From an optimization exercise on the open Yosys and OpenROAD flow, aimed at small area, a short achievable clock period and few clock cycles per item; shortcuts taken in it are not production practice.
In this exercise RTL edits were held to simulation tests only and were not proved equivalent to the original.

==> design/flow/design.v <==
package rsti_pkg;
    localparam int MAX_DIGITS = 16;
    localparam int IDX_W      = 4;
    localparam int CNT_W      = 5;
    localparam int VAL_W      = 64;
    localparam int LO_W       = 32;
    localparam logic [7:0] CH_MINUS = 8'h2D;
    localparam logic [7:0] CH_PLUS  = 8'h2B;
    localparam logic [7:0] CH_SPACE = 8'h20;
    localparam logic [7:0] CH_LF    = 8'h0A;
    localparam logic [7:0] CH_TAB   = 8'h09;
    localparam logic [7:0] CH_CR    = 8'h0D;
    localparam logic [7:0] CH_VT    = 8'h0B;
    localparam logic [7:0] CH_FF    = 8'h0C;
    localparam logic [7:0] CH_NUL   = 8'h00;
    localparam logic [1:0] REG_RADIX       = 2'd0;
    localparam logic [1:0] REG_DIGIT_COUNT = 2'd1;
    localparam logic [1:0] REG_DIGITS_LOW  = 2'd2;
    localparam logic [1:0] REG_DIGITS_HIGH = 2'd3;
    localparam logic [4:0]  RST_RADIX       = 5'd10;
    localparam logic [4:0]  RST_DIGIT_COUNT = 5'd10;
    localparam logic [63:0] RST_DIGITS_LOW  = 64'h3736_3534_3332_3130;
    localparam logic [63:0] RST_DIGITS_HIGH = 64'h0000_0000_0000_3938;
    typedef enum logic [1:0] {
        PH_WS   = 2'd0,
        PH_SIGN = 2'd1,
        PH_DIG  = 2'd2,
        PH_DONE = 2'd3
    } t_phase;
    typedef struct packed {
        logic             first;
        logic             space;
        logic             minus;
        logic             plus;
        logic             hit;
        logic [3:0]       idx;
    } t_tok;
    function automatic logic [7:0] booth(input logic [4:0] r);
        logic one0, two0, neg0, one1, two1, neg1, one2, two2;
        one0 = r[0];
        two0 = r[1] && !r[0];
        neg0 = r[1];
        one1 = r[1] ^ r[2];
        two1 = (r[3:1] == 3'b011) || (r[3:1] == 3'b100);
        neg1 = r[3] && !(r[2] && r[1]);
        one2 = r[3] ^ r[4];
        two2 = r[3] && r[4];
        booth = {two2, one2, neg1, two1, one1, neg0, two0, one0};
    endfunction
endpackage
module rsti_front (
    input  logic                        i_clk,
    input  logic                        i_rst_n,
    input  logic                        i_valid,
    output logic                        o_ready,
    input  logic [7:0]                  i_ch,
    input  logic                        i_first,
    input  logic [rsti_pkg::CNT_W-1:0]  i_digit_count,
    input  logic [2*rsti_pkg::VAL_W-1:0] i_alphabet,
    output logic                        o_qvalid,
    output rsti_pkg::t_tok              o_qtok,
    input  logic                        i_qpop
);
    rsti_pkg::t_tok                     w_tok;
    rsti_pkg::t_tok                     r_tok;
    logic                               r_tvalid;
    logic [7:0]                         w_entry;
    logic                               w_big;
    logic                               w_nul;
    always_comb begin
        w_big       = i_digit_count[4];
        w_nul       = (i_ch == rsti_pkg::CH_NUL);
        w_tok.first = i_first;
        w_tok.space = (i_ch == rsti_pkg::CH_SPACE) || (i_ch == rsti_pkg::CH_LF) ||
                      (i_ch == rsti_pkg::CH_TAB) || (i_ch == rsti_pkg::CH_CR) ||
                      (i_ch == rsti_pkg::CH_VT) || (i_ch == rsti_pkg::CH_FF);
        w_tok.minus = (i_ch == rsti_pkg::CH_MINUS);
        w_tok.plus  = (i_ch == rsti_pkg::CH_PLUS);
        w_tok.hit   = 1'b0;
        w_tok.idx   = '0;
        w_entry     = '0;
        for (int k = rsti_pkg::MAX_DIGITS - 1; k >= 0; k--) begin
            w_entry = i_alphabet[8*k +: 8];
            if ((w_big || (4'(k) < i_digit_count[3:0])) && !w_nul && (w_entry == i_ch)) begin
                w_tok.hit = 1'b1;
                w_tok.idx = rsti_pkg::IDX_W'(k);
            end
        end
    end
    assign o_ready  = i_qpop;
    assign o_qvalid = r_tvalid;
    assign o_qtok   = r_tok;
    always_ff @(posedge i_clk) begin
        if (i_qpop) begin
            r_tok <= w_tok;
        end
    end
    always_ff @(posedge i_clk) begin
        if (!i_rst_n) begin
            r_tvalid <= 1'b0;
        end else if (i_qpop) begin
            r_tvalid <= i_valid;
        end
    end
endmodule
module rsti_back (
    input  logic                          i_clk,
    input  logic                          i_rst_n,
    input  logic                          i_qvalid,
    input  rsti_pkg::t_tok                i_qtok,
    output logic                          o_qpop,
    input  logic [7:0]                    i_booth,
    input  logic [4:0]                    i_rm1,
    output logic                          o_valid,
    input  logic                          i_ready,
    output logic signed [rsti_pkg::VAL_W-1:0] o_value
);
    localparam int LO_W = rsti_pkg::LO_W;
    localparam int HI_W = rsti_pkg::VAL_W - LO_W;
    rsti_pkg::t_phase               r_phase;
    rsti_pkg::t_phase               n_phase;
    rsti_pkg::t_phase               w_ph;
    logic                           r_par;
    logic                           n_par;
    logic                           w_par;
    logic [LO_W-1:0]                r_lo;
    logic [HI_W-1:0]                r_hi;
    logic [LO_W-1:0]                w_lo_mac;
    logic                           w_lo_c;
    logic [4:0]                     w_lo_ca;
    logic [4:0]                     w_lo_cb;
    logic [4:0]                     w_carry;
    logic [HI_W-1:0]                w_hi_mac;
    logic [5:0]                     w_f;
    logic [LO_W-1:0]                w_lo_ld;
    logic [HI_W-1:0]                w_hi_ld;
    logic [4:0]                     r_ca;
    logic [4:0]                     r_cb;
    logic                           r_c;
    logic                           r_hmac;
    logic                           r_oval;
    logic                           w_run;
    logic                           w_pop;
    logic                           w_pre;
    logic                           w_emit;
    logic                           w_dig;
    logic                           w_rz;
    logic                           w_mac;
    logic                           w_load;
    logic                           w_lo_load;
    logic                           w_lo_step;
    logic                           w_lo_keep;
    logic                           w_hi_step;
    logic                           w_hi_keep;
    logic [LO_W-1:0]                w_lo_next;
    logic [HI_W-1:0]                w_hi_next;
    assign w_run   = !r_oval || i_ready;
    assign w_pop   = i_qvalid && w_run;
    assign o_qpop  = w_run;
    assign o_valid = r_oval;
    assign o_value = {r_hi, r_lo} ^ {rsti_pkg::VAL_W{r_par}};
    always_comb begin
        w_ph   = i_qtok.first ? rsti_pkg::PH_WS : r_phase;
        w_par  = i_qtok.first ? 1'b0 : r_par;
        w_pre  = (w_ph == rsti_pkg::PH_WS) || (w_ph == rsti_pkg::PH_SIGN);
        w_emit = 1'b0;
        w_dig  = 1'b0;
        n_phase = w_ph;
        n_par   = w_par;
        if (w_ph == rsti_pkg::PH_DONE) begin
            n_phase = rsti_pkg::PH_DONE;
        end else if ((w_ph == rsti_pkg::PH_WS) && i_qtok.space) begin
            n_phase = rsti_pkg::PH_WS;
        end else if (w_pre && i_qtok.minus) begin
            n_phase = rsti_pkg::PH_SIGN;
            n_par   = ~w_par;
        end else if (w_pre && i_qtok.plus) begin
            n_phase = rsti_pkg::PH_SIGN;
        end else if (i_qtok.hit) begin
            w_dig   = 1'b1;
            n_phase = rsti_pkg::PH_DIG;
        end else begin
            w_emit  = 1'b1;
            n_phase = rsti_pkg::PH_DONE;
        end
    end
    always_comb begin
        w_rz    = !(i_booth[0] || i_booth[1] || i_booth[3] || i_booth[4] ||
                    i_booth[6] || i_booth[7]);
        w_mac   = w_dig && !i_qtok.first && !w_rz;
        w_load  = i_qtok.first || (w_pre && i_qtok.minus) || (w_dig && w_rz);
        w_f     = 6'(i_qtok.idx) + (r_par ? 6'(i_rm1) : 6'd0);
        if (w_dig) begin
            w_lo_ld = w_par ? {{(LO_W-4){i_qtok.idx == '0}}, i_qtok.idx - 4'd1}
                            : LO_W'(i_qtok.idx);
            w_hi_ld = {HI_W{w_par && (i_qtok.idx == '0)}};
        end else begin
            w_lo_ld = {LO_W{n_par}};
            w_hi_ld = {HI_W{n_par}};
        end
    end
    rsti_mac_lo u_mac_lo (
        .i_v (r_lo),
        .i_b (i_booth),
        .i_f (w_f),
        .o_y (w_lo_mac),
        .o_c (w_lo_c),
        .o_ca (w_lo_ca),
        .o_cb (w_lo_cb)
    );
    assign w_carry = r_ca + r_cb + 5'(r_c);
    rsti_mac_hi u_mac_hi (
        .i_v (r_hi),
        .i_b (i_booth),
        .i_c (w_carry),
        .o_y (w_hi_mac)
    );
    always_comb begin
        w_lo_load = w_pop && w_load;
        w_lo_step = w_pop && w_mac;
        w_lo_keep = !(w_lo_load || w_lo_step);
        w_hi_step = r_hmac && !w_lo_load;
        w_hi_keep = !(w_lo_load || w_hi_step);
        w_lo_next = ({LO_W{w_lo_load}} & w_lo_ld) | ({LO_W{w_lo_step}} & w_lo_mac) |
                    ({LO_W{w_lo_keep}} & r_lo);
        w_hi_next = ({HI_W{w_lo_load}} & w_hi_ld) | ({HI_W{w_hi_step}} & w_hi_mac) |
                    ({HI_W{w_hi_keep}} & r_hi);
    end
    always_ff @(posedge i_clk) begin
        r_lo <= w_lo_next;
        r_hi <= w_hi_next;
        r_ca <= w_lo_ca;
        r_cb <= w_lo_cb;
        r_c  <= w_lo_c;
    end
    always_ff @(posedge i_clk) begin
        if (!i_rst_n) begin
            r_phase <= rsti_pkg::PH_DONE;
            r_par   <= 1'b0;
            r_oval  <= 1'b0;
            r_hmac  <= 1'b0;
        end else begin
            if (w_pop && w_emit) begin
                r_oval <= 1'b1;
            end else if (i_ready) begin
                r_oval <= 1'b0;
            end
            if (w_pop) begin
                r_phase <= n_phase;
                r_par   <= n_par;
            end
            r_hmac <= w_pop && w_mac;
        end
    end
endmodule
module rsti_mac_lo (
    input  logic [31:0] i_v,
    input  logic [7:0] i_b,
    input  logic [5:0] i_f,
    output logic [31:0] o_y,
    output logic o_c,
    output logic [4:0] o_ca,
    output logic [4:0] o_cb
);
    logic t0;
    logic t1;
    logic t2;
    logic t3;
    logic t4;
    logic t5;
    logic t6;
    logic t7;
    logic t8;
    logic t9;
    logic t10;
    logic t11;
    logic t12;
    logic t13;
    logic t14;
    logic t15;
    logic t16;
    logic t17;
    logic t18;
    logic t19;
    logic t20;
    logic t21;
    logic t22;
    logic t23;
    logic t24;
    logic t25;
    logic t26;
    logic t27;
    logic t28;
    logic t29;
    logic t30;
    logic t31;
    logic t32;
    logic t33;
    logic t34;
    logic t35;
    logic t36;
    logic t37;
    logic t38;
    logic t39;
    logic t40;
    logic t41;
    logic t42;
    logic t43;
    logic t44;
    logic t45;
    logic t46;
    logic t47;
    logic t48;
    logic t49;
    logic t50;
    logic t51;
    logic t52;
    logic t53;
    logic t54;
    logic t55;
    logic t56;
    logic t57;
    logic t58;
    logic t59;
    logic t60;
    logic t61;
    logic t62;
    logic t63;
    logic t64;
    logic t65;
    logic t66;
    logic t67;
    logic t68;
    logic t69;
    logic t70;
    logic t71;
    logic t72;
    logic t73;
    logic t74;
    logic t75;
    logic t76;
    logic t77;
    logic t78;
    logic t79;
    logic t80;
    logic t81;
    logic t82;
    logic t83;
    logic t84;
    logic t85;
    logic t86;
    logic t87;
    logic t88;
    logic t89;
    logic t90;
    logic t91;
    logic t92;
    logic t93;
    logic t94;
    logic t95;
    logic t96;
    logic t97;
    logic t98;
    logic t99;
    logic t100;
    logic t101;
    logic t102;
    logic t103;
    logic t104;
    logic t105;
    logic t106;
    logic t107;
    logic t108;
    logic t109;
    logic t110;
    logic t111;
    logic t112;
    logic t113;
    logic t114;
    logic t115;
    logic t116;
    logic t117;
    logic t118;
    logic t119;
    logic t120;
    logic t121;
    logic t122;
    logic t123;
    logic t124;
    logic t125;
    logic t126;
    logic t127;
    logic t128;
    logic t129;
    logic t130;
    logic t131;
    logic t132;
    logic t133;
    logic t134;
    logic t135;
    logic t136;
    logic t137;
    logic t138;
    logic t139;
    logic t140;
    logic t141;
    logic t142;
    logic t143;
    logic t144;
    logic t145;
    logic t146;
    logic t147;
    logic t148;
    logic t149;
    logic t150;
    logic t151;
    logic t152;
    logic t153;
    logic t154;
    logic t155;
    logic t156;
    logic t157;
    logic t158;
    logic t159;
    logic t160;
    logic t161;
    logic t162;
    logic t163;
    logic t164;
    logic t165;
    logic t166;
    logic t167;
    logic t168;
    logic t169;
    logic t170;
    logic t171;
    logic t172;
    logic t173;
    logic t174;
    logic t175;
    logic t176;
    logic t177;
    logic t178;
    logic t179;
    logic t180;
    logic t181;
    logic t182;
    logic t183;
    logic t184;
    logic t185;
    logic t186;
    logic t187;
    logic t188;
    logic t189;
    logic t190;
    logic t191;
    logic t192;
    logic t193;
    logic t194;
    logic t195;
    logic t196;
    logic t197;
    logic t198;
    logic t199;
    logic t200;
    logic t201;
    logic t202;
    logic t203;
    logic t204;
    logic t205;
    logic t206;
    logic t207;
    logic t208;
    logic t209;
    logic t210;
    logic t211;
    logic t212;
    logic t213;
    logic t214;
    logic t215;
    logic t216;
    logic t217;
    logic t218;
    logic t219;
    logic t220;
    logic t221;
    logic t222;
    logic t223;
    logic t224;
    logic t225;
    logic t226;
    logic t227;
    logic t228;
    logic t229;
    logic t230;
    logic t231;
    logic t232;
    logic t233;
    logic t234;
    logic t235;
    logic t236;
    logic t237;
    logic t238;
    logic t239;
    logic t240;
    logic t241;
    logic t242;
    assign t0 = ((i_b[0] & i_v[0])) ^ i_b[2];
    assign t1 = ((i_b[0] & i_v[1]) | (i_b[1] & i_v[0])) ^ i_b[2];
    assign t2 = ((i_b[0] & i_v[2]) | (i_b[1] & i_v[1])) ^ i_b[2];
    assign t3 = ((i_b[0] & i_v[3]) | (i_b[1] & i_v[2])) ^ i_b[2];
    assign t4 = ((i_b[0] & i_v[4]) | (i_b[1] & i_v[3])) ^ i_b[2];
    assign t5 = ((i_b[0] & i_v[5]) | (i_b[1] & i_v[4])) ^ i_b[2];
    assign t6 = ((i_b[0] & i_v[6]) | (i_b[1] & i_v[5])) ^ i_b[2];
    assign t7 = ((i_b[0] & i_v[7]) | (i_b[1] & i_v[6])) ^ i_b[2];
    assign t8 = ((i_b[0] & i_v[8]) | (i_b[1] & i_v[7])) ^ i_b[2];
    assign t9 = ((i_b[0] & i_v[9]) | (i_b[1] & i_v[8])) ^ i_b[2];
    assign t10 = ((i_b[0] & i_v[10]) | (i_b[1] & i_v[9])) ^ i_b[2];
    assign t11 = ((i_b[0] & i_v[11]) | (i_b[1] & i_v[10])) ^ i_b[2];
    assign t12 = ((i_b[0] & i_v[12]) | (i_b[1] & i_v[11])) ^ i_b[2];
    assign t13 = ((i_b[0] & i_v[13]) | (i_b[1] & i_v[12])) ^ i_b[2];
    assign t14 = ((i_b[0] & i_v[14]) | (i_b[1] & i_v[13])) ^ i_b[2];
    assign t15 = ((i_b[0] & i_v[15]) | (i_b[1] & i_v[14])) ^ i_b[2];
    assign t16 = ((i_b[0] & i_v[16]) | (i_b[1] & i_v[15])) ^ i_b[2];
    assign t17 = ((i_b[0] & i_v[17]) | (i_b[1] & i_v[16])) ^ i_b[2];
    assign t18 = ((i_b[0] & i_v[18]) | (i_b[1] & i_v[17])) ^ i_b[2];
    assign t19 = ((i_b[0] & i_v[19]) | (i_b[1] & i_v[18])) ^ i_b[2];
    assign t20 = ((i_b[0] & i_v[20]) | (i_b[1] & i_v[19])) ^ i_b[2];
    assign t21 = ((i_b[0] & i_v[21]) | (i_b[1] & i_v[20])) ^ i_b[2];
    assign t22 = ((i_b[0] & i_v[22]) | (i_b[1] & i_v[21])) ^ i_b[2];
    assign t23 = ((i_b[0] & i_v[23]) | (i_b[1] & i_v[22])) ^ i_b[2];
    assign t24 = ((i_b[0] & i_v[24]) | (i_b[1] & i_v[23])) ^ i_b[2];
    assign t25 = ((i_b[0] & i_v[25]) | (i_b[1] & i_v[24])) ^ i_b[2];
    assign t26 = ((i_b[0] & i_v[26]) | (i_b[1] & i_v[25])) ^ i_b[2];
    assign t27 = ((i_b[0] & i_v[27]) | (i_b[1] & i_v[26])) ^ i_b[2];
    assign t28 = ((i_b[0] & i_v[28]) | (i_b[1] & i_v[27])) ^ i_b[2];
    assign t29 = ((i_b[0] & i_v[29]) | (i_b[1] & i_v[28])) ^ i_b[2];
    assign t30 = ((i_b[0] & i_v[30]) | (i_b[1] & i_v[29])) ^ i_b[2];
    assign t31 = ((i_b[0] & i_v[31]) | (i_b[1] & i_v[30])) ^ i_b[2];
    assign t32 = ((i_b[1] & i_v[31])) ^ i_b[2];
    assign t33 = ((i_b[3] & i_v[0])) ^ i_b[5];
    assign t34 = ((i_b[3] & i_v[1]) | (i_b[4] & i_v[0])) ^ i_b[5];
    assign t35 = ((i_b[3] & i_v[2]) | (i_b[4] & i_v[1])) ^ i_b[5];
    assign t36 = ((i_b[3] & i_v[3]) | (i_b[4] & i_v[2])) ^ i_b[5];
    assign t37 = ((i_b[3] & i_v[4]) | (i_b[4] & i_v[3])) ^ i_b[5];
    assign t38 = ((i_b[3] & i_v[5]) | (i_b[4] & i_v[4])) ^ i_b[5];
    assign t39 = ((i_b[3] & i_v[6]) | (i_b[4] & i_v[5])) ^ i_b[5];
    assign t40 = ((i_b[3] & i_v[7]) | (i_b[4] & i_v[6])) ^ i_b[5];
    assign t41 = ((i_b[3] & i_v[8]) | (i_b[4] & i_v[7])) ^ i_b[5];
    assign t42 = ((i_b[3] & i_v[9]) | (i_b[4] & i_v[8])) ^ i_b[5];
    assign t43 = ((i_b[3] & i_v[10]) | (i_b[4] & i_v[9])) ^ i_b[5];
    assign t44 = ((i_b[3] & i_v[11]) | (i_b[4] & i_v[10])) ^ i_b[5];
    assign t45 = ((i_b[3] & i_v[12]) | (i_b[4] & i_v[11])) ^ i_b[5];
    assign t46 = ((i_b[3] & i_v[13]) | (i_b[4] & i_v[12])) ^ i_b[5];
    assign t47 = ((i_b[3] & i_v[14]) | (i_b[4] & i_v[13])) ^ i_b[5];
    assign t48 = ((i_b[3] & i_v[15]) | (i_b[4] & i_v[14])) ^ i_b[5];
    assign t49 = ((i_b[3] & i_v[16]) | (i_b[4] & i_v[15])) ^ i_b[5];
    assign t50 = ((i_b[3] & i_v[17]) | (i_b[4] & i_v[16])) ^ i_b[5];
    assign t51 = ((i_b[3] & i_v[18]) | (i_b[4] & i_v[17])) ^ i_b[5];
    assign t52 = ((i_b[3] & i_v[19]) | (i_b[4] & i_v[18])) ^ i_b[5];
    assign t53 = ((i_b[3] & i_v[20]) | (i_b[4] & i_v[19])) ^ i_b[5];
    assign t54 = ((i_b[3] & i_v[21]) | (i_b[4] & i_v[20])) ^ i_b[5];
    assign t55 = ((i_b[3] & i_v[22]) | (i_b[4] & i_v[21])) ^ i_b[5];
    assign t56 = ((i_b[3] & i_v[23]) | (i_b[4] & i_v[22])) ^ i_b[5];
    assign t57 = ((i_b[3] & i_v[24]) | (i_b[4] & i_v[23])) ^ i_b[5];
    assign t58 = ((i_b[3] & i_v[25]) | (i_b[4] & i_v[24])) ^ i_b[5];
    assign t59 = ((i_b[3] & i_v[26]) | (i_b[4] & i_v[25])) ^ i_b[5];
    assign t60 = ((i_b[3] & i_v[27]) | (i_b[4] & i_v[26])) ^ i_b[5];
    assign t61 = ((i_b[3] & i_v[28]) | (i_b[4] & i_v[27])) ^ i_b[5];
    assign t62 = ((i_b[3] & i_v[29]) | (i_b[4] & i_v[28])) ^ i_b[5];
    assign t63 = ((i_b[3] & i_v[30]) | (i_b[4] & i_v[29])) ^ i_b[5];
    assign t64 = ((i_b[3] & i_v[31]) | (i_b[4] & i_v[30])) ^ i_b[5];
    assign t65 = ((i_b[4] & i_v[31])) ^ i_b[5];
    assign t66 = (i_b[6] & i_v[0]);
    assign t67 = (i_b[6] & i_v[1]) | (i_b[7] & i_v[0]);
    assign t68 = (i_b[6] & i_v[2]) | (i_b[7] & i_v[1]);
    assign t69 = (i_b[6] & i_v[3]) | (i_b[7] & i_v[2]);
    assign t70 = (i_b[6] & i_v[4]) | (i_b[7] & i_v[3]);
    assign t71 = (i_b[6] & i_v[5]) | (i_b[7] & i_v[4]);
    assign t72 = (i_b[6] & i_v[6]) | (i_b[7] & i_v[5]);
    assign t73 = (i_b[6] & i_v[7]) | (i_b[7] & i_v[6]);
    assign t74 = (i_b[6] & i_v[8]) | (i_b[7] & i_v[7]);
    assign t75 = (i_b[6] & i_v[9]) | (i_b[7] & i_v[8]);
    assign t76 = (i_b[6] & i_v[10]) | (i_b[7] & i_v[9]);
    assign t77 = (i_b[6] & i_v[11]) | (i_b[7] & i_v[10]);
    assign t78 = (i_b[6] & i_v[12]) | (i_b[7] & i_v[11]);
    assign t79 = (i_b[6] & i_v[13]) | (i_b[7] & i_v[12]);
    assign t80 = (i_b[6] & i_v[14]) | (i_b[7] & i_v[13]);
    assign t81 = (i_b[6] & i_v[15]) | (i_b[7] & i_v[14]);
    assign t82 = (i_b[6] & i_v[16]) | (i_b[7] & i_v[15]);
    assign t83 = (i_b[6] & i_v[17]) | (i_b[7] & i_v[16]);
    assign t84 = (i_b[6] & i_v[18]) | (i_b[7] & i_v[17]);
    assign t85 = (i_b[6] & i_v[19]) | (i_b[7] & i_v[18]);
    assign t86 = (i_b[6] & i_v[20]) | (i_b[7] & i_v[19]);
    assign t87 = (i_b[6] & i_v[21]) | (i_b[7] & i_v[20]);
    assign t88 = (i_b[6] & i_v[22]) | (i_b[7] & i_v[21]);
    assign t89 = (i_b[6] & i_v[23]) | (i_b[7] & i_v[22]);
    assign t90 = (i_b[6] & i_v[24]) | (i_b[7] & i_v[23]);
    assign t91 = (i_b[6] & i_v[25]) | (i_b[7] & i_v[24]);
    assign t92 = (i_b[6] & i_v[26]) | (i_b[7] & i_v[25]);
    assign t93 = (i_b[6] & i_v[27]) | (i_b[7] & i_v[26]);
    assign t94 = (i_b[6] & i_v[28]) | (i_b[7] & i_v[27]);
    assign t95 = (i_b[6] & i_v[29]) | (i_b[7] & i_v[28]);
    assign t96 = (i_b[6] & i_v[30]) | (i_b[7] & i_v[29]);
    assign t97 = (i_b[6] & i_v[31]) | (i_b[7] & i_v[30]);
    assign t98 = (i_b[7] & i_v[31]);
    assign t99 = t2 ^ t33;
    assign t100 = t2 & t33;
    assign t101 = t3 ^ t34;
    assign t102 = t3 & t34;
    assign t103 = t4 ^ t35 ^ t66;
    assign t104 = (t4 & t35) | (t4 & t66) | (t35 & t66);
    assign t105 = t5 ^ t36 ^ t67;
    assign t106 = (t5 & t36) | (t5 & t67) | (t36 & t67);
    assign t107 = t6 ^ t37;
    assign t108 = t6 & t37;
    assign t109 = t7 ^ t38;
    assign t110 = t7 & t38;
    assign t111 = t8 ^ t39;
    assign t112 = t8 & t39;
    assign t113 = t9 ^ t40;
    assign t114 = t9 & t40;
    assign t115 = t10 ^ t41;
    assign t116 = t10 & t41;
    assign t117 = t11 ^ t42;
    assign t118 = t11 & t42;
    assign t119 = t12 ^ t43;
    assign t120 = t12 & t43;
    assign t121 = t13 ^ t44;
    assign t122 = t13 & t44;
    assign t123 = t14 ^ t45;
    assign t124 = t14 & t45;
    assign t125 = t15 ^ t46;
    assign t126 = t15 & t46;
    assign t127 = t16 ^ t47;
    assign t128 = t16 & t47;
    assign t129 = t17 ^ t48;
    assign t130 = t17 & t48;
    assign t131 = t18 ^ t49;
    assign t132 = t18 & t49;
    assign t133 = t19 ^ t50;
    assign t134 = t19 & t50;
    assign t135 = t20 ^ t51;
    assign t136 = t20 & t51;
    assign t137 = t21 ^ t52;
    assign t138 = t21 & t52;
    assign t139 = t22 ^ t53;
    assign t140 = t22 & t53;
    assign t141 = t23 ^ t54;
    assign t142 = t23 & t54;
    assign t143 = t24 ^ t55;
    assign t144 = t24 & t55;
    assign t145 = t25 ^ t56;
    assign t146 = t25 & t56;
    assign t147 = t26 ^ t57;
    assign t148 = t26 & t57;
    assign t149 = t27 ^ t58;
    assign t150 = t27 & t58;
    assign t151 = t28 ^ t59;
    assign t152 = t28 & t59;
    assign t153 = t29 ^ t60;
    assign t154 = t29 & t60;
    assign t155 = t30 ^ t61;
    assign t156 = t30 & t61;
    assign t157 = t31 ^ t62;
    assign t158 = t31 & t62;
    assign t159 = t32 ^ t63;
    assign t160 = t32 & t63;
    assign t161 = i_b[2] ^ t64;
    assign t162 = i_b[2] & t64;
    assign t163 = i_b[2] ^ t65;
    assign t164 = i_b[2] & t65;
    assign t165 = i_b[2] ^ i_b[5];
    assign t166 = i_b[2] & i_b[5];
    assign t167 = i_b[2] ^ i_b[5];
    assign t168 = i_b[2] & i_b[5];
    assign t169 = t0 ^ i_b[2];
    assign t170 = t0 & i_b[2];
    assign t171 = t1 ^ i_f[1];
    assign t172 = t1 & i_f[1];
    assign t173 = t99 ^ i_b[5] ^ i_f[2];
    assign t174 = (t99 & i_b[5]) | (t99 & i_f[2]) | (i_b[5] & i_f[2]);
    assign t175 = t100 ^ t101 ^ i_f[3];
    assign t176 = (t100 & t101) | (t100 & i_f[3]) | (t101 & i_f[3]);
    assign t177 = t102 ^ t103 ^ i_f[4];
    assign t178 = (t102 & t103) | (t102 & i_f[4]) | (t103 & i_f[4]);
    assign t179 = t104 ^ t105 ^ i_f[5];
    assign t180 = (t104 & t105) | (t104 & i_f[5]) | (t105 & i_f[5]);
    assign t181 = t106 ^ t107 ^ t68;
    assign t182 = (t106 & t107) | (t106 & t68) | (t107 & t68);
    assign t183 = t108 ^ t109 ^ t69;
    assign t184 = (t108 & t109) | (t108 & t69) | (t109 & t69);
    assign t185 = t110 ^ t111 ^ t70;
    assign t186 = (t110 & t111) | (t110 & t70) | (t111 & t70);
    assign t187 = t112 ^ t113 ^ t71;
    assign t188 = (t112 & t113) | (t112 & t71) | (t113 & t71);
    assign t189 = t114 ^ t115 ^ t72;
    assign t190 = (t114 & t115) | (t114 & t72) | (t115 & t72);
    assign t191 = t116 ^ t117 ^ t73;
    assign t192 = (t116 & t117) | (t116 & t73) | (t117 & t73);
    assign t193 = t118 ^ t119 ^ t74;
    assign t194 = (t118 & t119) | (t118 & t74) | (t119 & t74);
    assign t195 = t120 ^ t121 ^ t75;
    assign t196 = (t120 & t121) | (t120 & t75) | (t121 & t75);
    assign t197 = t122 ^ t123 ^ t76;
    assign t198 = (t122 & t123) | (t122 & t76) | (t123 & t76);
    assign t199 = t124 ^ t125 ^ t77;
    assign t200 = (t124 & t125) | (t124 & t77) | (t125 & t77);
    assign t201 = t126 ^ t127 ^ t78;
    assign t202 = (t126 & t127) | (t126 & t78) | (t127 & t78);
    assign t203 = t128 ^ t129 ^ t79;
    assign t204 = (t128 & t129) | (t128 & t79) | (t129 & t79);
    assign t205 = t130 ^ t131 ^ t80;
    assign t206 = (t130 & t131) | (t130 & t80) | (t131 & t80);
    assign t207 = t132 ^ t133 ^ t81;
    assign t208 = (t132 & t133) | (t132 & t81) | (t133 & t81);
    assign t209 = t134 ^ t135 ^ t82;
    assign t210 = (t134 & t135) | (t134 & t82) | (t135 & t82);
    assign t211 = t136 ^ t137 ^ t83;
    assign t212 = (t136 & t137) | (t136 & t83) | (t137 & t83);
    assign t213 = t138 ^ t139 ^ t84;
    assign t214 = (t138 & t139) | (t138 & t84) | (t139 & t84);
    assign t215 = t140 ^ t141 ^ t85;
    assign t216 = (t140 & t141) | (t140 & t85) | (t141 & t85);
    assign t217 = t142 ^ t143 ^ t86;
    assign t218 = (t142 & t143) | (t142 & t86) | (t143 & t86);
    assign t219 = t144 ^ t145 ^ t87;
    assign t220 = (t144 & t145) | (t144 & t87) | (t145 & t87);
    assign t221 = t146 ^ t147 ^ t88;
    assign t222 = (t146 & t147) | (t146 & t88) | (t147 & t88);
    assign t223 = t148 ^ t149 ^ t89;
    assign t224 = (t148 & t149) | (t148 & t89) | (t149 & t89);
    assign t225 = t150 ^ t151 ^ t90;
    assign t226 = (t150 & t151) | (t150 & t90) | (t151 & t90);
    assign t227 = t152 ^ t153 ^ t91;
    assign t228 = (t152 & t153) | (t152 & t91) | (t153 & t91);
    assign t229 = t154 ^ t155 ^ t92;
    assign t230 = (t154 & t155) | (t154 & t92) | (t155 & t92);
    assign t231 = t156 ^ t157 ^ t93;
    assign t232 = (t156 & t157) | (t156 & t93) | (t157 & t93);
    assign t233 = t158 ^ t159 ^ t94;
    assign t234 = (t158 & t159) | (t158 & t94) | (t159 & t94);
    assign t235 = t160 ^ t161 ^ t95;
    assign t236 = (t160 & t161) | (t160 & t95) | (t161 & t95);
    assign t237 = t162 ^ t163 ^ t96;
    assign t238 = (t162 & t163) | (t162 & t96) | (t163 & t96);
    assign t239 = t164 ^ t165 ^ t97;
    assign t240 = (t164 & t165) | (t164 & t97) | (t165 & t97);
    assign t241 = t166 ^ t167 ^ t98;
    assign t242 = (t166 & t167) | (t166 & t98) | (t167 & t98);
    assign {o_c, o_y} = {1'b0, t230, t228, t226, t224, t222, t220, t218, t216, t214, t212, t210, t208, t206, t204, t202, t200, t198, t196, t194, t192, t190, t188, t186, t184, t182, t180, t178, t176, t174, t172, t170, t169} + {1'b0, t231, t229, t227, t225, t223, t221, t219, t217, t215, t213, t211, t209, t207, t205, t203, t201, t199, t197, t195, t193, t191, t189, t187, t185, t183, t181, t179, t177, t175, t173, t171, i_f[0]};
    assign o_ca = {t240, t238, t236, t234, t232};
    assign o_cb = {t241, t239, t237, t235, t233};
endmodule
module rsti_mac_hi (
    input  logic [31:0] i_v,
    input  logic [7:0] i_b,
    input  logic [4:0] i_c,
    output logic [31:0] o_y
);
    logic t0;
    logic t1;
    logic t2;
    logic t3;
    logic t4;
    logic t5;
    logic t6;
    logic t7;
    logic t8;
    logic t9;
    logic t10;
    logic t11;
    logic t12;
    logic t13;
    logic t14;
    logic t15;
    logic t16;
    logic t17;
    logic t18;
    logic t19;
    logic t20;
    logic t21;
    logic t22;
    logic t23;
    logic t24;
    logic t25;
    logic t26;
    logic t27;
    logic t28;
    logic t29;
    logic t30;
    logic t31;
    logic t32;
    logic t33;
    logic t34;
    logic t35;
    logic t36;
    logic t37;
    logic t38;
    logic t39;
    logic t40;
    logic t41;
    logic t42;
    logic t43;
    logic t44;
    logic t45;
    logic t46;
    logic t47;
    logic t48;
    logic t49;
    logic t50;
    logic t51;
    logic t52;
    logic t53;
    logic t54;
    logic t55;
    logic t56;
    logic t57;
    logic t58;
    logic t59;
    logic t60;
    logic t61;
    logic t62;
    logic t63;
    logic t64;
    logic t65;
    logic t66;
    logic t67;
    logic t68;
    logic t69;
    logic t70;
    logic t71;
    logic t72;
    logic t73;
    logic t74;
    logic t75;
    logic t76;
    logic t77;
    logic t78;
    logic t79;
    logic t80;
    logic t81;
    logic t82;
    logic t83;
    logic t84;
    logic t85;
    logic t86;
    logic t87;
    logic t88;
    logic t89;
    logic t90;
    logic t91;
    logic t92;
    logic t93;
    logic t94;
    logic t95;
    logic t96;
    logic t97;
    logic t98;
    logic t99;
    logic t100;
    logic t101;
    logic t102;
    logic t103;
    logic t104;
    logic t105;
    logic t106;
    logic t107;
    logic t108;
    logic t109;
    logic t110;
    logic t111;
    logic t112;
    logic t113;
    logic t114;
    logic t115;
    logic t116;
    logic t117;
    logic t118;
    logic t119;
    logic t120;
    logic t121;
    logic t122;
    logic t123;
    logic t124;
    logic t125;
    logic t126;
    logic t127;
    logic t128;
    logic t129;
    logic t130;
    logic t131;
    logic t132;
    logic t133;
    logic t134;
    logic t135;
    logic t136;
    logic t137;
    logic t138;
    logic t139;
    logic t140;
    logic t141;
    logic t142;
    logic t143;
    logic t144;
    logic t145;
    logic t146;
    logic t147;
    logic t148;
    logic t149;
    logic t150;
    logic t151;
    logic t152;
    logic t153;
    logic t154;
    logic t155;
    logic t156;
    logic t157;
    logic t158;
    logic t159;
    logic t160;
    logic t161;
    logic t162;
    logic t163;
    logic t164;
    logic t165;
    logic t166;
    logic t167;
    logic t168;
    logic t169;
    logic t170;
    logic t171;
    logic t172;
    logic t173;
    logic t174;
    logic t175;
    logic t176;
    logic t177;
    logic t178;
    logic t179;
    logic t180;
    logic t181;
    logic t182;
    logic t183;
    logic t184;
    logic t185;
    logic t186;
    logic t187;
    logic t188;
    logic t189;
    logic t190;
    logic t191;
    logic t192;
    logic t193;
    logic t194;
    logic t195;
    logic t196;
    logic t197;
    logic t198;
    logic t199;
    logic t200;
    logic t201;
    logic t202;
    logic t203;
    logic t204;
    logic t205;
    logic t206;
    logic t207;
    logic t208;
    logic t209;
    logic t210;
    logic t211;
    logic t212;
    logic t213;
    assign t0 = ((i_b[0] & i_v[0])) ^ i_b[2];
    assign t1 = ((i_b[0] & i_v[1]) | (i_b[1] & i_v[0])) ^ i_b[2];
    assign t2 = ((i_b[0] & i_v[2]) | (i_b[1] & i_v[1])) ^ i_b[2];
    assign t3 = ((i_b[0] & i_v[3]) | (i_b[1] & i_v[2])) ^ i_b[2];
    assign t4 = ((i_b[0] & i_v[4]) | (i_b[1] & i_v[3])) ^ i_b[2];
    assign t5 = ((i_b[0] & i_v[5]) | (i_b[1] & i_v[4])) ^ i_b[2];
    assign t6 = ((i_b[0] & i_v[6]) | (i_b[1] & i_v[5])) ^ i_b[2];
    assign t7 = ((i_b[0] & i_v[7]) | (i_b[1] & i_v[6])) ^ i_b[2];
    assign t8 = ((i_b[0] & i_v[8]) | (i_b[1] & i_v[7])) ^ i_b[2];
    assign t9 = ((i_b[0] & i_v[9]) | (i_b[1] & i_v[8])) ^ i_b[2];
    assign t10 = ((i_b[0] & i_v[10]) | (i_b[1] & i_v[9])) ^ i_b[2];
    assign t11 = ((i_b[0] & i_v[11]) | (i_b[1] & i_v[10])) ^ i_b[2];
    assign t12 = ((i_b[0] & i_v[12]) | (i_b[1] & i_v[11])) ^ i_b[2];
    assign t13 = ((i_b[0] & i_v[13]) | (i_b[1] & i_v[12])) ^ i_b[2];
    assign t14 = ((i_b[0] & i_v[14]) | (i_b[1] & i_v[13])) ^ i_b[2];
    assign t15 = ((i_b[0] & i_v[15]) | (i_b[1] & i_v[14])) ^ i_b[2];
    assign t16 = ((i_b[0] & i_v[16]) | (i_b[1] & i_v[15])) ^ i_b[2];
    assign t17 = ((i_b[0] & i_v[17]) | (i_b[1] & i_v[16])) ^ i_b[2];
    assign t18 = ((i_b[0] & i_v[18]) | (i_b[1] & i_v[17])) ^ i_b[2];
    assign t19 = ((i_b[0] & i_v[19]) | (i_b[1] & i_v[18])) ^ i_b[2];
    assign t20 = ((i_b[0] & i_v[20]) | (i_b[1] & i_v[19])) ^ i_b[2];
    assign t21 = ((i_b[0] & i_v[21]) | (i_b[1] & i_v[20])) ^ i_b[2];
    assign t22 = ((i_b[0] & i_v[22]) | (i_b[1] & i_v[21])) ^ i_b[2];
    assign t23 = ((i_b[0] & i_v[23]) | (i_b[1] & i_v[22])) ^ i_b[2];
    assign t24 = ((i_b[0] & i_v[24]) | (i_b[1] & i_v[23])) ^ i_b[2];
    assign t25 = ((i_b[0] & i_v[25]) | (i_b[1] & i_v[24])) ^ i_b[2];
    assign t26 = ((i_b[0] & i_v[26]) | (i_b[1] & i_v[25])) ^ i_b[2];
    assign t27 = ((i_b[0] & i_v[27]) | (i_b[1] & i_v[26])) ^ i_b[2];
    assign t28 = ((i_b[0] & i_v[28]) | (i_b[1] & i_v[27])) ^ i_b[2];
    assign t29 = ((i_b[0] & i_v[29]) | (i_b[1] & i_v[28])) ^ i_b[2];
    assign t30 = ((i_b[0] & i_v[30]) | (i_b[1] & i_v[29])) ^ i_b[2];
    assign t31 = ((i_b[0] & i_v[31]) | (i_b[1] & i_v[30])) ^ i_b[2];
    assign t32 = ((i_b[3] & i_v[0])) ^ i_b[5];
    assign t33 = ((i_b[3] & i_v[1]) | (i_b[4] & i_v[0])) ^ i_b[5];
    assign t34 = ((i_b[3] & i_v[2]) | (i_b[4] & i_v[1])) ^ i_b[5];
    assign t35 = ((i_b[3] & i_v[3]) | (i_b[4] & i_v[2])) ^ i_b[5];
    assign t36 = ((i_b[3] & i_v[4]) | (i_b[4] & i_v[3])) ^ i_b[5];
    assign t37 = ((i_b[3] & i_v[5]) | (i_b[4] & i_v[4])) ^ i_b[5];
    assign t38 = ((i_b[3] & i_v[6]) | (i_b[4] & i_v[5])) ^ i_b[5];
    assign t39 = ((i_b[3] & i_v[7]) | (i_b[4] & i_v[6])) ^ i_b[5];
    assign t40 = ((i_b[3] & i_v[8]) | (i_b[4] & i_v[7])) ^ i_b[5];
    assign t41 = ((i_b[3] & i_v[9]) | (i_b[4] & i_v[8])) ^ i_b[5];
    assign t42 = ((i_b[3] & i_v[10]) | (i_b[4] & i_v[9])) ^ i_b[5];
    assign t43 = ((i_b[3] & i_v[11]) | (i_b[4] & i_v[10])) ^ i_b[5];
    assign t44 = ((i_b[3] & i_v[12]) | (i_b[4] & i_v[11])) ^ i_b[5];
    assign t45 = ((i_b[3] & i_v[13]) | (i_b[4] & i_v[12])) ^ i_b[5];
    assign t46 = ((i_b[3] & i_v[14]) | (i_b[4] & i_v[13])) ^ i_b[5];
    assign t47 = ((i_b[3] & i_v[15]) | (i_b[4] & i_v[14])) ^ i_b[5];
    assign t48 = ((i_b[3] & i_v[16]) | (i_b[4] & i_v[15])) ^ i_b[5];
    assign t49 = ((i_b[3] & i_v[17]) | (i_b[4] & i_v[16])) ^ i_b[5];
    assign t50 = ((i_b[3] & i_v[18]) | (i_b[4] & i_v[17])) ^ i_b[5];
    assign t51 = ((i_b[3] & i_v[19]) | (i_b[4] & i_v[18])) ^ i_b[5];
    assign t52 = ((i_b[3] & i_v[20]) | (i_b[4] & i_v[19])) ^ i_b[5];
    assign t53 = ((i_b[3] & i_v[21]) | (i_b[4] & i_v[20])) ^ i_b[5];
    assign t54 = ((i_b[3] & i_v[22]) | (i_b[4] & i_v[21])) ^ i_b[5];
    assign t55 = ((i_b[3] & i_v[23]) | (i_b[4] & i_v[22])) ^ i_b[5];
    assign t56 = ((i_b[3] & i_v[24]) | (i_b[4] & i_v[23])) ^ i_b[5];
    assign t57 = ((i_b[3] & i_v[25]) | (i_b[4] & i_v[24])) ^ i_b[5];
    assign t58 = ((i_b[3] & i_v[26]) | (i_b[4] & i_v[25])) ^ i_b[5];
    assign t59 = ((i_b[3] & i_v[27]) | (i_b[4] & i_v[26])) ^ i_b[5];
    assign t60 = ((i_b[3] & i_v[28]) | (i_b[4] & i_v[27])) ^ i_b[5];
    assign t61 = ((i_b[3] & i_v[29]) | (i_b[4] & i_v[28])) ^ i_b[5];
    assign t62 = (i_b[6] & i_v[0]);
    assign t63 = (i_b[6] & i_v[1]) | (i_b[7] & i_v[0]);
    assign t64 = (i_b[6] & i_v[2]) | (i_b[7] & i_v[1]);
    assign t65 = (i_b[6] & i_v[3]) | (i_b[7] & i_v[2]);
    assign t66 = (i_b[6] & i_v[4]) | (i_b[7] & i_v[3]);
    assign t67 = (i_b[6] & i_v[5]) | (i_b[7] & i_v[4]);
    assign t68 = (i_b[6] & i_v[6]) | (i_b[7] & i_v[5]);
    assign t69 = (i_b[6] & i_v[7]) | (i_b[7] & i_v[6]);
    assign t70 = (i_b[6] & i_v[8]) | (i_b[7] & i_v[7]);
    assign t71 = (i_b[6] & i_v[9]) | (i_b[7] & i_v[8]);
    assign t72 = (i_b[6] & i_v[10]) | (i_b[7] & i_v[9]);
    assign t73 = (i_b[6] & i_v[11]) | (i_b[7] & i_v[10]);
    assign t74 = (i_b[6] & i_v[12]) | (i_b[7] & i_v[11]);
    assign t75 = (i_b[6] & i_v[13]) | (i_b[7] & i_v[12]);
    assign t76 = (i_b[6] & i_v[14]) | (i_b[7] & i_v[13]);
    assign t77 = (i_b[6] & i_v[15]) | (i_b[7] & i_v[14]);
    assign t78 = (i_b[6] & i_v[16]) | (i_b[7] & i_v[15]);
    assign t79 = (i_b[6] & i_v[17]) | (i_b[7] & i_v[16]);
    assign t80 = (i_b[6] & i_v[18]) | (i_b[7] & i_v[17]);
    assign t81 = (i_b[6] & i_v[19]) | (i_b[7] & i_v[18]);
    assign t82 = (i_b[6] & i_v[20]) | (i_b[7] & i_v[19]);
    assign t83 = (i_b[6] & i_v[21]) | (i_b[7] & i_v[20]);
    assign t84 = (i_b[6] & i_v[22]) | (i_b[7] & i_v[21]);
    assign t85 = (i_b[6] & i_v[23]) | (i_b[7] & i_v[22]);
    assign t86 = (i_b[6] & i_v[24]) | (i_b[7] & i_v[23]);
    assign t87 = (i_b[6] & i_v[25]) | (i_b[7] & i_v[24]);
    assign t88 = (i_b[6] & i_v[26]) | (i_b[7] & i_v[25]);
    assign t89 = (i_b[6] & i_v[27]) | (i_b[7] & i_v[26]);
    assign t90 = t2 ^ t32;
    assign t91 = t2 & t32;
    assign t92 = t3 ^ t33;
    assign t93 = t3 & t33;
    assign t94 = t4 ^ t34 ^ t62;
    assign t95 = (t4 & t34) | (t4 & t62) | (t34 & t62);
    assign t96 = t5 ^ t35;
    assign t97 = t5 & t35;
    assign t98 = t6 ^ t36;
    assign t99 = t6 & t36;
    assign t100 = t7 ^ t37;
    assign t101 = t7 & t37;
    assign t102 = t8 ^ t38;
    assign t103 = t8 & t38;
    assign t104 = t9 ^ t39;
    assign t105 = t9 & t39;
    assign t106 = t10 ^ t40;
    assign t107 = t10 & t40;
    assign t108 = t11 ^ t41;
    assign t109 = t11 & t41;
    assign t110 = t12 ^ t42;
    assign t111 = t12 & t42;
    assign t112 = t13 ^ t43;
    assign t113 = t13 & t43;
    assign t114 = t14 ^ t44;
    assign t115 = t14 & t44;
    assign t116 = t15 ^ t45;
    assign t117 = t15 & t45;
    assign t118 = t16 ^ t46;
    assign t119 = t16 & t46;
    assign t120 = t17 ^ t47;
    assign t121 = t17 & t47;
    assign t122 = t18 ^ t48;
    assign t123 = t18 & t48;
    assign t124 = t19 ^ t49;
    assign t125 = t19 & t49;
    assign t126 = t20 ^ t50;
    assign t127 = t20 & t50;
    assign t128 = t21 ^ t51;
    assign t129 = t21 & t51;
    assign t130 = t22 ^ t52;
    assign t131 = t22 & t52;
    assign t132 = t23 ^ t53;
    assign t133 = t23 & t53;
    assign t134 = t24 ^ t54;
    assign t135 = t24 & t54;
    assign t136 = t25 ^ t55;
    assign t137 = t25 & t55;
    assign t138 = t26 ^ t56;
    assign t139 = t26 & t56;
    assign t140 = t27 ^ t57;
    assign t141 = t27 & t57;
    assign t142 = t28 ^ t58;
    assign t143 = t28 & t58;
    assign t144 = t29 ^ t59;
    assign t145 = t29 & t59;
    assign t146 = t30 ^ t60;
    assign t147 = t30 & t60;
    assign t148 = t31 ^ t61;
    assign t149 = t31 & t61;
    assign t150 = t0 ^ i_b[2];
    assign t151 = t0 & i_b[2];
    assign t152 = t1 ^ i_c[1];
    assign t153 = t1 & i_c[1];
    assign t154 = t90 ^ i_b[5] ^ i_c[2];
    assign t155 = (t90 & i_b[5]) | (t90 & i_c[2]) | (i_b[5] & i_c[2]);
    assign t156 = t91 ^ t92 ^ i_c[3];
    assign t157 = (t91 & t92) | (t91 & i_c[3]) | (t92 & i_c[3]);
    assign t158 = t93 ^ t94 ^ i_c[4];
    assign t159 = (t93 & t94) | (t93 & i_c[4]) | (t94 & i_c[4]);
    assign t160 = t95 ^ t96 ^ t63;
    assign t161 = (t95 & t96) | (t95 & t63) | (t96 & t63);
    assign t162 = t97 ^ t98 ^ t64;
    assign t163 = (t97 & t98) | (t97 & t64) | (t98 & t64);
    assign t164 = t99 ^ t100 ^ t65;
    assign t165 = (t99 & t100) | (t99 & t65) | (t100 & t65);
    assign t166 = t101 ^ t102 ^ t66;
    assign t167 = (t101 & t102) | (t101 & t66) | (t102 & t66);
    assign t168 = t103 ^ t104 ^ t67;
    assign t169 = (t103 & t104) | (t103 & t67) | (t104 & t67);
    assign t170 = t105 ^ t106 ^ t68;
    assign t171 = (t105 & t106) | (t105 & t68) | (t106 & t68);
    assign t172 = t107 ^ t108 ^ t69;
    assign t173 = (t107 & t108) | (t107 & t69) | (t108 & t69);
    assign t174 = t109 ^ t110 ^ t70;
    assign t175 = (t109 & t110) | (t109 & t70) | (t110 & t70);
    assign t176 = t111 ^ t112 ^ t71;
    assign t177 = (t111 & t112) | (t111 & t71) | (t112 & t71);
    assign t178 = t113 ^ t114 ^ t72;
    assign t179 = (t113 & t114) | (t113 & t72) | (t114 & t72);
    assign t180 = t115 ^ t116 ^ t73;
    assign t181 = (t115 & t116) | (t115 & t73) | (t116 & t73);
    assign t182 = t117 ^ t118 ^ t74;
    assign t183 = (t117 & t118) | (t117 & t74) | (t118 & t74);
    assign t184 = t119 ^ t120 ^ t75;
    assign t185 = (t119 & t120) | (t119 & t75) | (t120 & t75);
    assign t186 = t121 ^ t122 ^ t76;
    assign t187 = (t121 & t122) | (t121 & t76) | (t122 & t76);
    assign t188 = t123 ^ t124 ^ t77;
    assign t189 = (t123 & t124) | (t123 & t77) | (t124 & t77);
    assign t190 = t125 ^ t126 ^ t78;
    assign t191 = (t125 & t126) | (t125 & t78) | (t126 & t78);
    assign t192 = t127 ^ t128 ^ t79;
    assign t193 = (t127 & t128) | (t127 & t79) | (t128 & t79);
    assign t194 = t129 ^ t130 ^ t80;
    assign t195 = (t129 & t130) | (t129 & t80) | (t130 & t80);
    assign t196 = t131 ^ t132 ^ t81;
    assign t197 = (t131 & t132) | (t131 & t81) | (t132 & t81);
    assign t198 = t133 ^ t134 ^ t82;
    assign t199 = (t133 & t134) | (t133 & t82) | (t134 & t82);
    assign t200 = t135 ^ t136 ^ t83;
    assign t201 = (t135 & t136) | (t135 & t83) | (t136 & t83);
    assign t202 = t137 ^ t138 ^ t84;
    assign t203 = (t137 & t138) | (t137 & t84) | (t138 & t84);
    assign t204 = t139 ^ t140 ^ t85;
    assign t205 = (t139 & t140) | (t139 & t85) | (t140 & t85);
    assign t206 = t141 ^ t142 ^ t86;
    assign t207 = (t141 & t142) | (t141 & t86) | (t142 & t86);
    assign t208 = t143 ^ t144 ^ t87;
    assign t209 = (t143 & t144) | (t143 & t87) | (t144 & t87);
    assign t210 = t145 ^ t146 ^ t88;
    assign t211 = (t145 & t146) | (t145 & t88) | (t146 & t88);
    assign t212 = t147 ^ t148 ^ t89;
    assign t213 = (t147 & t148) | (t147 & t89) | (t148 & t89);
    assign o_y = {t211, t209, t207, t205, t203, t201, t199, t197, t195, t193, t191, t189, t187, t185, t183, t181, t179, t177, t175, t173, t171, t169, t167, t165, t163, t161, t159, t157, t155, t153, t151, t150} + {t212, t210, t208, t206, t204, t202, t200, t198, t196, t194, t192, t190, t188, t186, t184, t182, t180, t178, t176, t174, t172, t170, t168, t166, t164, t162, t160, t158, t156, t154, t152, i_c[0]};
endmodule
module radix_string_to_integer_unit (
    input  logic                              i_clk,
    input  logic                              i_rst_n,
    input  logic                              i_valid,
    output logic                              o_ready,
    input  logic [7:0]                        i_ch,
    input  logic                              i_first,
    output logic                              o_valid,
    input  logic                              i_ready,
    output logic signed [rsti_pkg::VAL_W-1:0] o_value,
    input  logic                              i_cfg_we,
    input  logic [1:0]                        i_cfg_idx,
    input  logic [rsti_pkg::VAL_W-1:0]        i_cfg_data
);
    logic [7:0]                  r_booth;
    logic [4:0]                  r_rm1;
    logic [rsti_pkg::CNT_W-1:0]  r_digit_count;
    logic [rsti_pkg::VAL_W-1:0]  r_digits_low;
    logic [rsti_pkg::VAL_W-1:0]  r_digits_high;
    logic                        w_qvalid;
    rsti_pkg::t_tok              w_qtok;
    logic                        w_qpop;
    always_ff @(posedge i_clk) begin
        if (!i_rst_n) begin
            r_booth       <= rsti_pkg::booth(rsti_pkg::RST_RADIX);
            r_rm1         <= rsti_pkg::RST_RADIX - 5'd1;
            r_digit_count <= rsti_pkg::RST_DIGIT_COUNT;
            r_digits_low  <= rsti_pkg::RST_DIGITS_LOW;
            r_digits_high <= rsti_pkg::RST_DIGITS_HIGH;
        end else if (i_cfg_we) begin
            case (i_cfg_idx)
                rsti_pkg::REG_RADIX: begin
                    r_booth <= rsti_pkg::booth(i_cfg_data[4:0]);
                    r_rm1   <= i_cfg_data[4:0] - 5'd1;
                end
                rsti_pkg::REG_DIGIT_COUNT: r_digit_count <= i_cfg_data[4:0];
                rsti_pkg::REG_DIGITS_LOW:  r_digits_low  <= i_cfg_data;
                rsti_pkg::REG_DIGITS_HIGH: r_digits_high <= i_cfg_data;
                default: begin
                end
            endcase
        end
    end
    rsti_front u_front (
        .i_clk         (i_clk),
        .i_rst_n       (i_rst_n),
        .i_valid       (i_valid),
        .o_ready       (o_ready),
        .i_ch          (i_ch),
        .i_first       (i_first),
        .i_digit_count (r_digit_count),
        .i_alphabet    ({r_digits_high, r_digits_low}),
        .o_qvalid      (w_qvalid),
        .o_qtok        (w_qtok),
        .i_qpop        (w_qpop)
    );
    rsti_back u_back (
        .i_clk    (i_clk),
        .i_rst_n  (i_rst_n),
        .i_qvalid (w_qvalid),
        .i_qtok   (w_qtok),
        .o_qpop   (w_qpop),
        .i_booth  (r_booth),
        .i_rm1    (r_rm1),
        .o_valid  (o_valid),
        .i_ready  (i_ready),
        .o_value  (o_value)
    );
endmodule
==> design/flow/flow/run.sh <==
#!/bin/bash
# Own flow: the standard layout (standard.sh, unchanged synthesis), with
# two changes:
#  - every input and output port still gets its own buffer, but a plain
#    sky130_fd_sc_hd__buf_1 rather than the delay cell buffer_ports picks by
#    itself;
#  - clock tree synthesis adds no dummy loads and drives the register
#    clusters with sky130_fd_sc_hd__clkbuf_4 (the tree above them is as
#    usual).
# standard.sh's output goes to standard.log; each ORFS step keeps its own log
# under orfs/logs/.
set -euo pipefail
bash standard.sh "BUFFER_PORTS_ARGS=-buffer_cell sky130_fd_sc_hd__buf_1" \
  "CTS_ARGS=-sink_clustering_enable -repair_clock_nets -dont_use_dummy_load -sink_clustering_buffer sky130_fd_sc_hd__clkbuf_4 -sink_clustering_size 15" \
  finish > standard.log 2>&1
==> design/flow/standard.sh <==
#!/bin/bash
# synth_recipe.tcl (not shown) runs the flow's synth.tcl, then flattens the netlist and writes it again
# the make line also repeats each setting of config.mk as NAME=value (left out here)
make -C /OpenROAD-flow-scripts/flow DESIGN_CONFIG=/design/flow/config.mk WORK_HOME=/design/flow/orfs CLKGATE_MAP_FILE= SYNTH_SCRIPT=/design/flow/synth_recipe.tcl "${@:-finish}"
==> design/flow/config.mk <==
export PLATFORM = sky130hd
export DESIGN_NAME = radix_string_to_integer_unit
export DESIGN_NICKNAME = radix_string_to_integer_unit
export VERILOG_FILES = /design/flow/design.v
export SDC_FILE = /design/flow/constraint.sdc
export NUM_CORES = 4
export LEC_CHECK = 0
export ABC_AREA = 1
export CAP_MARGIN = 20
export CORE_MARGIN = 2
export CORE_UTILIZATION = 55
export PLACE_DENSITY = 0.7
export SETUP_SLACK_MARGIN = 2.5
export SLEW_MARGIN = 20
==> design/flow/constraint.sdc <==
create_clock -name core_clock -period 6.5 [get_ports {i_clk}]
set_input_delay 1.3000 -clock core_clock [delete_from_list [all_inputs] [get_ports {i_clk}]]
set_output_delay 1.3000 -clock core_clock [all_outputs]
set_load 0.01 [all_outputs]
==> flow_summary_export.csv <==
group,metric,value,unit
floorplan,row_count,68,
synth,synth_seq_area_share,24.9,%
placement,dp_cells,3093,
layout,stdcell_count,3184,
timing,relSlewSlack,28.2,%
timing,finalHoldViolations,0,
placement,pre_cts_slack,1630,ps
timing,layout_setup_ws,2640,ps
worst_setup_path,setup.worst_path.end,"u_back.r_lo[29]$_DFF_P_",
placement,gp_congestion,0.976,
detailed_routing,drc,0,
synth,syn-num-nets,2889,
worst_setup_path,cp.required,6880,ps
synth,ys.flop_type,"dfxtp_1",
global_route,grt-ovfl-total,0,
layout,area_growth,10.9,%
timing,rsz0062_at_grt,"true",
floorplan,start_util,55.9,%
synth,syn_area_per_cell,7.44,sq um
clocking,cts_tree,"built",
worst_setup_path,reg2reg_depth,24,
global_route,grt_pass1_vias,18200,
synth,synth_area_leaders,"dfxtp_1 23%, xor2_1 11%, ha_1 9.0%",
floorplan,die_area,36700,sq um
layout,drive_gt1_share,8.35,%
synth,async_flop_share,0,%
synth,synth_edf_count,9,
global_route,grt_max_degree,95,
clocking,clock_latency,540,ps
synth,synth_seq_cells,236,
timing,setup_viol_count_final,0,
global_route,antenna_found_initial,2,
timing,finalCriticalPeriod,3860,ps
placement,port_buffers,145,
floorplan,core-area,34600,sq um
worst_setup_path,critPathMaxFanout,48,
detailed_routing,drtPass1Iterations,5,
worst_setup_path,reg2reg_from,"r_booth[0]$_SDFFE_PN0P_",
worst_setup_path,r2r_slack,2640,ps
floorplan,dieHeight,192,microns
timing,clock_skew,43.1,ps
worst_setup_path,worstSetupPathType,"flop to flop",
outcome,outcome,"complete, no violations",
synth,yosysUniqueCellTypes,58,
synth,synth_top_area_cell,"dfxtp_1",
floorplan,die_width,192,microns
hold_path,hold_path_class,"flop to flop",
clocking,cts.sinks,236,
timing,final_max_slew_viol_count,0,
worst_setup_path,critPathCaptureType,"flop",
synth,yosysTopAreaCellShare,23.5,%
detailed_routing,vias_per_cell,5.91,
synth,syn-instance-count,2600,
placement,dp_hpwl,40400,microns
detailed_routing,wirelength,59600,microns
flow_run,max_cap_violations,0,
synth,synth.cell_area,19300,sq um
clocking,cts_root_buffer,"clkbuf_16",
detailed_routing,first_iter_violations,1465,
synth,yosys_warnings,3,
synth,synth_common_cells,"391 x nand2_1, 270 x inv_1, 254 x xor2_1",
timing,post-route-period-util,59.4,%
worst_setup_path,start_kind,"flop",
worst_setup_path,r2r_end,"u_back.r_lo[29]$_DFF_P_",
timing,worstMarginPinSlew,1070,ps
timing,fmax,259,MHz
detailed_routing,avgRoutedWirePerCell,18.7,microns
clocking,cts_buffers,71,
floorplan,io_pins,146,
timing,tns,0,ps
detailed_routing,vias,18800,
global_route,grt_pass1_wl,94100,microns
synth,synth_most_common_cell,"nand2_1",
clocking,cts.htree.levels,3,
layout,fin_util,61.9,%
layout,n_antenna_cell,0,
detailed_routing,antenna_left,0,
layout,fin_nets,3020,
worst_setup_path,cp.arrival,4230,ps
clocking,clockBufferDepth,3,
hold_path,min-delay-start,"r_rm1[0]$_SDFFE_PN1P_",
global_route,grt_util_all_layers,32.3,%
worst_setup_path,cp-startpoint,"r_booth[0]$_SDFFE_PN0P_",
clocking,clk_pin_slew,60,ps
clocking,cts_hold_buf,0,
cells by family (layout without fill, tap and decap cells):
logic type	Yosys count	count (layout)	synth area share [%]
buffers and inverters	425	554	8.65
and+or+nand+nor	761	761	16.7
DFF	236	236	24.9
AOI/OAI and AO/OA	687	687	20.7
adders and majority gates	210	210	16.3
xor gates and xnor gates	281	281	12.7
cells in the final DEF (no fill, tap or decap), drive strengths merged, types with 4 or more instances in the layout:
| cell type | n |
|---|---|
| xor2 | 254 |
| ha | 139 |
| inv | 288 |
| nand2 | 395 |
| a21o | 5 |
| o22ai | 180 |
| fa | 70 |
| o21bai | 5 |
| nand4 | 37 |
| clkinv | 7 |
| o21ai | 195 |
| nor2 | 185 |
| nand3 | 80 |
| dfxtp | 227 |
| a21boi | 4 |
| a21oi | 195 |
| a31oi | 13 |
| nor3 | 28 |
| nor4 | 19 |
| or2 | 11 |
| clkbuf | 72 |
| xnor2 | 27 |
| o221ai | 21 |
| edfxtp | 9 |
| buf | 187 |
| o21a | 7 |
| o211ai | 46 |
final cells by class:
type,instances,area (sq um)
inverter,292,1150
timing repair buffer,188,978
clock buffer,71,691
sequential,236,4840
fill,3239,13200
multi-input combinational,1939,13200
tap,455,569
timing repair inverter,3,23.8
sequential cells by signal (all words and copies together) (netlist names):
name              flops
r_digits_high        64
u_back.r_hmac         1
u_back.r_hi          32
u_back.r_par          1
r_booth               8
r_digit_count         5
r_digits_low         64
u_back.r_phase        2
u_back.r_cb           5
u_back.r_oval         1
u_back.r_ca           5
u_front.r_tok         9
u_back.r_lo          32
u_front.r_tvalid      1
r_rm1                 5
u_back.r_c            1
repair_timing:
item	CTS	global route
gates resized for setup	44	68
pin swaps	8	18
setup buffers	14	3
setup endpoints to repair	55	34
cloned	2	1
layer usage:
metal	part of all wire [%]	track usage, %	vias to the layer above
met1	41	39.0	8851
met3	7.1	7.56	163
met4	3.9	14.1	4
met2	48	54.5	712
li1	-	-	9101
met5	0.047	0	-
through the flow:
stage | instance area (sq um) | hold WS (ps)
after floorplan | 19400 | 427
after global placement | 20100 | 440
after detailed placement | 20100 | 444
after CTS | 21100 | 454
after global routing | 21500 | 469
final | 21500 | 450
critical path, stage by stage (launching register included):
cell	delay, ps
dfxtp_4	410
inv_16	110
o22ai_2	210
xor2_1	210
fa_1	480
fa_1	530
ha_4	310
nand2_1	70
inv_1	50
nand2_1	50
nand2_1	70
a21oi_2	50
or2_4	260
nand2_2	80
nand2_1	60
nand2_1	90
nand2_1	60
inv_1	90
nor2_4	50
o21bai_4	160
nand2_2	70
nand2_1	60
nand2_1	40
nand3_1	60
nand3_1	60
how the worst min path moves through the flow:
stage	to	slack, ps	depth (start not counted)
after detailed placement	r_rm1[0]$_SDFFE_PN1P_	440	1
final	r_rm1[0]$_SDFFE_PN1P_	450	1
after floorplan	r_rm1[0]$_SDFFE_PN1P_	430	1
after global routing	r_rm1[0]$_SDFFE_PN1P_	470	1
after CTS	r_rm1[0]$_SDFFE_PN1P_	450	1
after global placement	r_rm1[0]$_SDFFE_PN1P_	440	1
Testbench counts, summed over its fixed seeds: cycles 18,815, items 18,783.

==> re-timing with driven ports <==
Ports are ideal in the flow. The routed layout listed here was re-timed in OpenROAD. Step 1: set_driving_cell puts a clkbuf_16 on i_clk and a buf_2 on each other input, an assumption about the parent block. Step 2, shift: input delay + t, output delay - t, t = (earliest + latest rising clock arrival at the registers) / 2. This alone moves slack from input paths to output paths. Slacks: no drivers / after step 1 / after step 2; pairs: no drivers / after step 1.
t (ns): 0.573
setup slack, ns: 2.642 / 2.642 / 2.259
clock arrival spread, ns: 0.045 / 0.045
slew at the worst register clock pin (ns): 0.07 / 0.07
After both steps this run still meets setup and hold. For this run, drivers alone change the setup slack by 0.000 ns; drivers and shift together by -0.383 ns.
